Context: an optimization exercise on an open-source flow, tuned for small area and a short achievable clock period. The choices shown serve that exercise and are no tape-out recipe. Only simulation tests tie the RTL to the original design; equivalence was not proved.

==> flow/run.sh <==
#!/bin/bash
# synth_recipe.tcl (not shown) runs the flow's synth.tcl, then flattens the netlist and writes it again
# the make line also repeats each setting of config.mk as NAME=value (left out here)
make -C /OpenROAD-flow-scripts/flow DESIGN_CONFIG=/design/flow/config.mk WORK_HOME=/design/flow/orfs CLKGATE_MAP_FILE= SYNTH_SCRIPT=/design/flow/synth_recipe.tcl finish
==> flow/config.mk <==
export PLATFORM = sky130hd
export DESIGN_NAME = ranker_top
export DESIGN_NICKNAME = ranker_top
export VERILOG_FILES = /design/flow/design.v
export SDC_FILE = /design/flow/constraint.sdc
export NUM_CORES = 4
export LEC_CHECK = 0
export CAP_MARGIN = 20
export CORE_MARGIN = 2
export CORE_UTILIZATION = 40
export SLEW_MARGIN = 20
==> flow/constraint.sdc <==
create_clock -name core_clock -period 7.5 [get_ports {clk}]
set_input_delay 1.5000 -clock core_clock [delete_from_list [all_inputs] [get_ports {clk}]]
set_output_delay 1.5000 -clock core_clock [all_outputs]
set_load 0.01 [all_outputs]
==> flow/design.v <==
`timescale 1ns/1ps
package axil_pkg;
    localparam int addr_width = 16;
    localparam int data_width = 32;
    localparam int strb_width = 4;
    typedef enum logic [1:0] {
        resp_okay   = 2'b00,
        resp_slverr = 2'b10
    } resp_t;
    typedef enum logic [1:0] {
        wr_idle,
        wr_data,
        wr_resp
    } wr_state_t;
    typedef enum logic {
        rd_idle,
        rd_resp
    } rd_state_t;
endpackage
`timescale 1ns/1ps
package ranker_pkg;
    localparam logic [15:0] addr_control = 16'h0000;
    localparam logic [15:0] addr_status  = 16'h0004;
    localparam logic [15:0] addr_config  = 16'h0008;
    localparam logic [15:0] addr_hash_lo = 16'h0020;
    localparam logic [15:0] addr_hash_hi = 16'h0024;
    localparam logic [15:0] addr_seg_lo  = 16'h0028;
    localparam logic [15:0] addr_seg_hi  = 16'h002C;
    localparam logic [15:0] addr_pos_lo  = 16'h0030;
    localparam logic [15:0] addr_pos_hi  = 16'h0034;
    localparam logic [15:0] addr_score   = 16'h0038;
    localparam logic [15:0] addr_result  = 16'h003C;
    localparam int ctrl_valid_bit  = 1;
    localparam int status_done_bit = 1;
    localparam int status_rank_lo  = 16;
    typedef logic [63:0] key_t;
    typedef logic [31:0] score_t;
    typedef logic [15:0] rank_t;
endpackage
`timescale 1ns/1ps
`timescale 1ns/1ps
`timescale 1ns/1ps
`timescale 1ns/1ps
module ranker_top (
    input  logic                  clk,
    input  logic                  reset,
    input  logic [axil_pkg::addr_width-1:0] awaddr,
    input  logic                  awvalid,
    output logic                  awready,
    input  logic [axil_pkg::data_width-1:0] wdata,
    input  logic [axil_pkg::strb_width-1:0] wstrb,
    input  logic                  wvalid,
    output logic                  wready,
    output axil_pkg::resp_t                 bresp,
    output logic                  bvalid,
    input  logic                  bready,
    input  logic [axil_pkg::addr_width-1:0] araddr,
    input  logic                  arvalid,
    output logic                  arready,
    output logic [axil_pkg::data_width-1:0] rdata,
    output axil_pkg::resp_t                 rresp,
    output logic                  rvalid,
    input  logic                  rready,
    output logic                  irq_out
);
    localparam logic [3:0] w_control = 4'h0;
    localparam logic [3:0] w_status  = 4'h1;
    localparam logic [3:0] w_config  = 4'h2;
    localparam logic [3:0] w_hash_lo = 4'h8;
    localparam logic [3:0] w_hash_hi = 4'h9;
    localparam logic [3:0] w_seg_lo  = 4'hA;
    localparam logic [3:0] w_seg_hi  = 4'hB;
    localparam logic [3:0] w_pos_lo  = 4'hC;
    localparam logic [3:0] w_pos_hi  = 4'hD;
    localparam logic [3:0] w_score   = 4'hE;
    localparam logic [3:0] w_result  = 4'hF;
    function automatic logic writable(input logic [15:0] a);
        writable = (a[15:6] == 10'd0) && (a[1:0] == 2'd0) &&
                   (a[5:2] == w_control || a[5:2] == w_config || a[5:2] >= w_hash_lo) &&
                   (a[5:2] != w_result);
    endfunction
    function automatic logic readable(input logic [15:0] a);
        readable = (a[15:6] == 10'd0) && (a[1:0] == 2'd0) &&
                   (a[5:2] <= w_config || a[5:2] >= w_hash_lo);
    endfunction
    logic       st_data, st_resp;
    logic [3:0] aw_word;
    logic       aw_ok;
    assign awready = ~(st_data | st_resp);
    assign wready  = st_data;
    assign bvalid  = st_resp;
    assign bresp   = axil_pkg::resp_t'({~aw_ok, 1'b0});
    always_ff @(posedge clk or posedge reset) begin
        if (reset) begin
            st_data <= 1'b0;
            st_resp <= 1'b0;
        end else begin
            if (awready && awvalid) st_data <= 1'b1;
            else if (st_data && wvalid) st_data <= 1'b0;
            if (st_data && wvalid) st_resp <= 1'b1;
            else if (st_resp && bready) st_resp <= 1'b0;
        end
    end
    always_ff @(posedge clk) begin
        if (awready) begin
            aw_word <= awaddr[5:2];
            aw_ok   <= writable(awaddr);
        end
    end
    logic [31:0] pend_data;
    logic [3:0]  pend_strb;
    logic        pend1, pend2;    
    always_ff @(posedge clk) begin
        if (st_data) begin
            pend_data <= wdata;
            pend_strb <= wstrb;
        end
    end
    always_ff @(posedge clk or posedge reset) begin
        if (reset) begin
            pend1 <= 1'b0;
            pend2 <= 1'b0;
        end else begin
            pend1 <= st_data && wvalid && aw_ok;
            pend2 <= pend1;
        end
    end
    logic [31:0] control_q, config_q, hash_lo_q, hash_hi_q, seg_lo_q, seg_hi_q;
    logic [31:0] pos_lo_q, pos_hi_q, score_q, result_q;
    logic        done_q;
    logic [6:0]  rank_q;
    logic [6:0]  cnt_q;
    function automatic logic [31:0] merge(input logic [31:0] old_value, input logic [31:0] new_value,
                                          input logic [3:0] strb);
        for (int i = 0; i < 4; i++) begin
            merge[i*8 +: 8] = strb[i] ? new_value[i*8 +: 8] : old_value[i*8 +: 8];
        end
    endfunction
    always_ff @(posedge clk or posedge reset) begin
        if (reset) begin
            control_q <= '0;
            config_q  <= '0;
            hash_lo_q <= '0;
            hash_hi_q <= '0;
            seg_lo_q  <= '0;
            seg_hi_q  <= '0;
            pos_lo_q  <= '0;
            pos_hi_q  <= '0;
            score_q   <= '0;
        end else begin
            if (pend1) begin
                case (aw_word)
                    w_hash_lo: hash_lo_q <= merge(hash_lo_q, pend_data, pend_strb);
                    w_hash_hi: hash_hi_q <= merge(hash_hi_q, pend_data, pend_strb);
                    w_seg_lo:  seg_lo_q  <= merge(seg_lo_q, pend_data, pend_strb);
                    w_seg_hi:  seg_hi_q  <= merge(seg_hi_q, pend_data, pend_strb);
                    default: ;
                endcase
            end
            if (pend2) begin
                case (aw_word)
                    w_control: control_q <= merge(control_q, pend_data, pend_strb);
                    w_config:  config_q  <= merge(config_q, pend_data, pend_strb);
                    w_pos_lo:  pos_lo_q  <= merge(pos_lo_q, pend_data, pend_strb);
                    w_pos_hi:  pos_hi_q  <= merge(pos_hi_q, pend_data, pend_strb);
                    w_score:   score_q   <= merge(score_q, pend_data, pend_strb);
                    default: ;
                endcase
            end
        end
    end
    logic [63:0] same;
    logic [6:0]  match_cnt;
    assign same = ~({hash_hi_q, hash_lo_q} ^ {seg_hi_q, seg_lo_q});
    assign match_cnt = 7'($countones(same));
    always_ff @(posedge clk) begin
        cnt_q <= match_cnt;
    end
    assign irq_out = control_q[ranker_pkg::ctrl_valid_bit];
    always_ff @(posedge clk or posedge reset) begin
        if (reset) begin
            result_q <= '0;
            done_q   <= 1'b0;
            rank_q   <= '0;
        end else if (irq_out) begin
            result_q <= score_q + {17'd0, cnt_q, 8'd0} - {16'd0, pos_lo_q[15:0]};
            done_q   <= 1'b1;
            rank_q   <= cnt_q;
        end
    end
    logic        rd_busy;
    logic [31:0] rd_word;
    logic [31:0] rd_value;
    logic        rd_ok, rd_fwd1, rd_fwd2, rd_fwd;
    logic        rd_err;
    assign arready = ~rd_busy;
    assign rvalid  = rd_busy;
    assign rresp   = axil_pkg::resp_t'({rd_err, 1'b0});
    always_ff @(posedge clk or posedge reset) begin
        if (reset) begin
            rd_busy <= 1'b0;
        end else begin
            if (arvalid && !rd_busy) rd_busy <= 1'b1;
            else if (rd_busy && rready) rd_busy <= 1'b0;
        end
    end
    always_comb begin
        case (araddr[5:2])
            w_control: rd_word = control_q;
            w_status:  rd_word = {9'd0, rank_q, 14'd0, done_q, 1'b0};
            w_config:  rd_word = config_q;
            w_hash_lo: rd_word = hash_lo_q;
            w_hash_hi: rd_word = hash_hi_q;
            w_seg_lo:  rd_word = seg_lo_q;
            w_seg_hi:  rd_word = seg_hi_q;
            w_pos_lo:  rd_word = pos_lo_q;
            w_pos_hi:  rd_word = pos_hi_q;
            w_score:   rd_word = score_q;
            w_result:  rd_word = result_q;
            default:   rd_word = '0;
        endcase
    end
    assign rd_ok   = readable(araddr);
    assign rd_fwd1 = pend1 && (araddr[5:2] == aw_word);
    assign rd_fwd2 = pend2 && (araddr[5:2] == aw_word) && !aw_word[3] ||
                     pend2 && (araddr[5:2] == aw_word) && aw_word[2];
    assign rd_fwd  = rd_fwd1 || rd_fwd2;
    always_comb begin
        for (int i = 0; i < 4; i++) begin
            rd_value[i*8 +: 8] = (rd_fwd && pend_strb[i]) ? pend_data[i*8 +: 8] : rd_word[i*8 +: 8];
        end
        if (!rd_ok) rd_value = '0;
    end
    always_ff @(posedge clk) begin
        if (!rd_busy) begin
            rdata  <= rd_value;
            rd_err <= !rd_ok;
        end
    end
endmodule
==> results.txt <==
=================================================================================
Total DRC errors in the routed layout ..............................            0
Netlist cell types .................................................           79
Initial antenna violation count ....................................            0
Vias in the first global route .....................................        16705
Via count of the routed design .....................................        16327
Fraction of final layout cells with drive strength greater than 1 ..        21.5%
TritonCTS buffer count .............................................           49
Number of iterations in the first detailed-routing pass ............            7
Register clock-pin slew on the reported worst setup and hold paths .        60 ps
Gate count of the mapped netlist ...................................         1868
Top flip-flop cell by instance count after synthesis ............... sky130_fd_sc_hd__dfrtp_1
Worst setup slack before clock tree synthesis ......................      1150 ps
Global-route wire length before repair .............................       116 mm
Number of flops mapped to enable cells by yosys ....................           74
Top-count cell post-synth .......................................... sky130_fd_sc_hd__dfrtp_1
Synth Area per Inst ................................................     11.8 um2
Final weighted congestion of routability-driven global placement ...        0.963
Endpoint arrival time on the critical path .........................      6850 ps
Delay contributed by the slowest stage of the critical path ........       570 ps
Most frequent cells after synthesis ................................ sky130_fd_sc_hd__dfrtp_1 (333), sky130_fd_sc_hd__mux2_2 (284), sky130_fd_sc_hd__inv_1 (115), sky130_fd_sc_hd__nor2_1 (109), sky130_fd_sc_hd__nand2_1 (104)
Average wire length per cell after detail routing ..................      29.5 um
R2R Setup Slk ......................................................      1130 ps
YS warnings ........................................................            1
Largest net degree at the start of global routing ..................          163
Net count of the finished layout ...................................         2153
Max Clk Rate .......................................................      157 MHz
Post-route minimum period ..........................................      6370 ps
Maximum Capacitance Violations .....................................            0
Post-cts resize count ..............................................            0
Slew headroom ......................................................        15.4%
Share of synthesized registers carrying an async set or reset ......        80.4%
Class of the tightest hold or removal check ........................ flip-flop to flip-flop
Slew at the pin closest to its max-slew limit ......................      1270 ps
Layout Cells excl Fill .............................................         2707
Final number of max-transition violations ..........................            0
Crit. End Element ..................................................    flip-flop
Setup violators final ..............................................            0
Total detailed-routing wirelength ..................................      79.8 mm
Placeable core area ................................................    54900 um2
CTS sink cnt .......................................................          414
Max Root-Sink Buffers ..............................................            3
Final count of hold timing violations ..............................            0
Number of nets with antenna violations after routing ...............            0
Worst Path Max Fanout ..............................................            3
Full die area ......................................................    57200 um2
Number of cells after detailed placement ...........................         2615
Post-synthesis sequential area ratio ...............................        48.4%
Share of the synthesized area in the top cell type .................        37.7%
Count of input and output buffers ..................................          114
Aggregate global-route resource usage ..............................        28.3%
Post-synthesis register bit count ..................................          414
TritonCTS clock tree ...............................................        built
Crit-path cells .................................................... xor2_1 > fa_1 > inv_1 > fa_1 > inv_1 > fa_1 > fa_1 > fa_1 > fa_1 > fa_1 > fa_1 > inv_1 > ha_1 > fa_1 > a21o_1 > a21oi_1 > inv_1 > a21oi_1 > o21bai_1
Post-synth design cell area ........................................    22100 um2
Skew final .........................................................      20.0 ps
Initial cell density of the core ...................................        40.3%
Horizontal die dimension ...........................................       239 um
Required time at the endpoint of the critical path .................      7980 ps
P&R area growth vs syn .............................................        16.2%
Total Neg Setup Slack ..............................................         0 ps
Cells taking the most area after synthesis ......................... sky130_fd_sc_hd__dfrtp_1 (38%), sky130_fd_sc_hd__mux2_2 (14%), sky130_fd_sc_hd__edfxtp_1 (10%)
Hpwl dp ............................................................      57.3 mm
Routed via count divided by cell count .............................         6.03
Crit share post-route ..............................................        84.9%
Insertion delay to the later sink of the worst-skew pair ...........       600 ps
H-tree levels ......................................................            2
Kind of start point of the critical path ...........................    flip-flop
GRT overflow .......................................................            0
Hold_buf cts .......................................................            0
Core utilization of the finished layout ............................        46.8%
Outcome ............................................................ complete, no violations
Capturing point of the worst reg2reg path .......................... cnt_q[6]$_DFF_P_
Startpoint of the most critical hold path .......................... done_q$_DFFE_PP0P_
I/O Pins ...........................................................          117
Vertical die dimension .............................................       239 um
Crit path kind ..................................................... flip-flop to flip-flop
DRC marker count from the first detailed-route iteration ...........         1753
Hold endpoint ...................................................... done_q$_DFFE_PP0P_
Worst path setup slack after routing ...............................      1130 ps
Unrepaired setup endpoints after global routing ....................        false
Post-synth top area cell ........................................... sky130_fd_sc_hd__dfrtp_1
Crit path buffers/inverters ........................................            4
Worst-case reg-to-reg path depth ...................................           19
Cell row count .....................................................           86
Cell depth of the worst hold path ..................................            1
Source of the worst register-to-register timing path ............... seg_lo_q[9]$_DFFE_PP0P_
Most used cell along the critical path ............................. sky130_fd_sc_hd__fa_1
Post-CTS setup-driven buffer insertion count .......................            0
Ant. Diodes ........................................................            0
Clock tree root driver cell ........................................ sky130_fd_sc_hd__clkbuf_16
Delay-heaviest family, CP ..........................................  adder cells
Highest-delay cell along the critical path ......................... sky130_fd_sc_hd__fa_1
=================================================================================
==> per-stage QoR <==
stage	cell area [um2]	hold slack [ps]
floorplan	22100	431
global placement	24000	464
detailed placement	24000	464
CTS	25700	477
global route	25700	495
finish	25700	470
==> kinds of logic (layout without fill, tap and decap cells) <==
kind of cell	after synthesis	in the layout	share of synthesized area [%]
buf+inv	227	361	4.13
fa+ha+maj	116	116	8.67
compound gates	368	368	12.2
xor+xnor	86	86	3.41
other cells	1	2	0.0170
mux	308	308	15.7
flops	414	414	48.4
simple gates	348	348	7.51
==> routing by layer <==
layer | routed length [um] | part of all wire (%) | global-route usage (%) | vias up
met5 | 0 | 0 | 0 | -
met4 | 3850 | 4.8 | 12.8 | 0
met3 | 7240 | 9.1 | 7.11 | 194
met2 | 35400 | 44 | 43.1 | 786
met1 | 33300 | 42 | 38.1 | 8373
li1 | - | - | - | 6974
==> cell type report <==
| class | count | area [um2] |
|---|---|---|
| clock buffers | 74 | 1470 |
| well taps | 704 | 881 |
| repair buffers | 154 | 1430 |
| flip-flops and latches | 414 | 10700 |
| clock inverters | 18 | 199 |
| fillers | 5010 | 29200 |
| multi-input cells | 1228 | 10600 |
| inverters | 115 | 435 |
==> worst max path at each step <==
stage          slack (ps)  cells after the start                     from               end
3_5_place_dp         1150                     19  seg_lo_q[9]$_DFFE_PP0P_  cnt_q[6]$_DFF_P_
4_1_cts              1160                     19  seg_lo_q[9]$_DFFE_PP0P_  cnt_q[6]$_DFF_P_
2_1_floorplan        1500                     19  seg_lo_q[9]$_DFFE_PP0P_  cnt_q[6]$_DFF_P_
6_report             1130                     19  seg_lo_q[9]$_DFFE_PP0P_  cnt_q[6]$_DFF_P_
5_1_grt               890                     19  seg_lo_q[9]$_DFFE_PP0P_  cnt_q[6]$_DFF_P_
3_3_place_gp         1250                     19  seg_lo_q[9]$_DFFE_PP0P_  cnt_q[6]$_DFF_P_
==> layout by cell type (no fill, tap or decap), types with 20 or more instances in the layout <==
master,count
sky130_fd_sc_hd__a211oi_1,20
sky130_fd_sc_hd__a21oi_1,58
sky130_fd_sc_hd__a221oi_1,20
sky130_fd_sc_hd__a22o_1,22
sky130_fd_sc_hd__a22oi_1,60
sky130_fd_sc_hd__buf_4,39
sky130_fd_sc_hd__clkbuf_16,52
sky130_fd_sc_hd__clkdlybuf4s50_1,110
sky130_fd_sc_hd__dfrtp_1,331
sky130_fd_sc_hd__edfxtp_1,74
sky130_fd_sc_hd__fa_1,62
sky130_fd_sc_hd__ha_1,54
sky130_fd_sc_hd__inv_1,113
sky130_fd_sc_hd__mux2_2,284
sky130_fd_sc_hd__mux2i_1,20
sky130_fd_sc_hd__nand2_1,104
sky130_fd_sc_hd__nand3_1,35
sky130_fd_sc_hd__nor2_1,104
sky130_fd_sc_hd__o21ai_0,54
sky130_fd_sc_hd__xnor2_1,49
sky130_fd_sc_hd__xor2_1,37

[re-timing with driven ports]
In the flow no input, the clock included, has a driving cell. The finished layout below was timed again as built, in two steps. Step 1: set_driving_cell puts a clkbuf_16 on clk and a buf_2 on each other input, an assumption about the parent block. Step 2, shift: input delay + t, output delay - t, t = (earliest + latest rising clock arrival at the registers) / 2. This alone moves slack from input paths to output paths. a / b / c = ideal / step 1 / step 2; a / b = the first two.
shift t [ns]: 0.651
setup WS [ns]: 1.134 / 1.134 / 1.134
hold WS [ns]: 0.470 / 0.470 / 0.470
worst setup path at the end: register to register
After both steps this run still meets setup and hold. For this run, drivers alone change the setup slack by 0.000 ns; drivers and shift together by 0.000 ns.
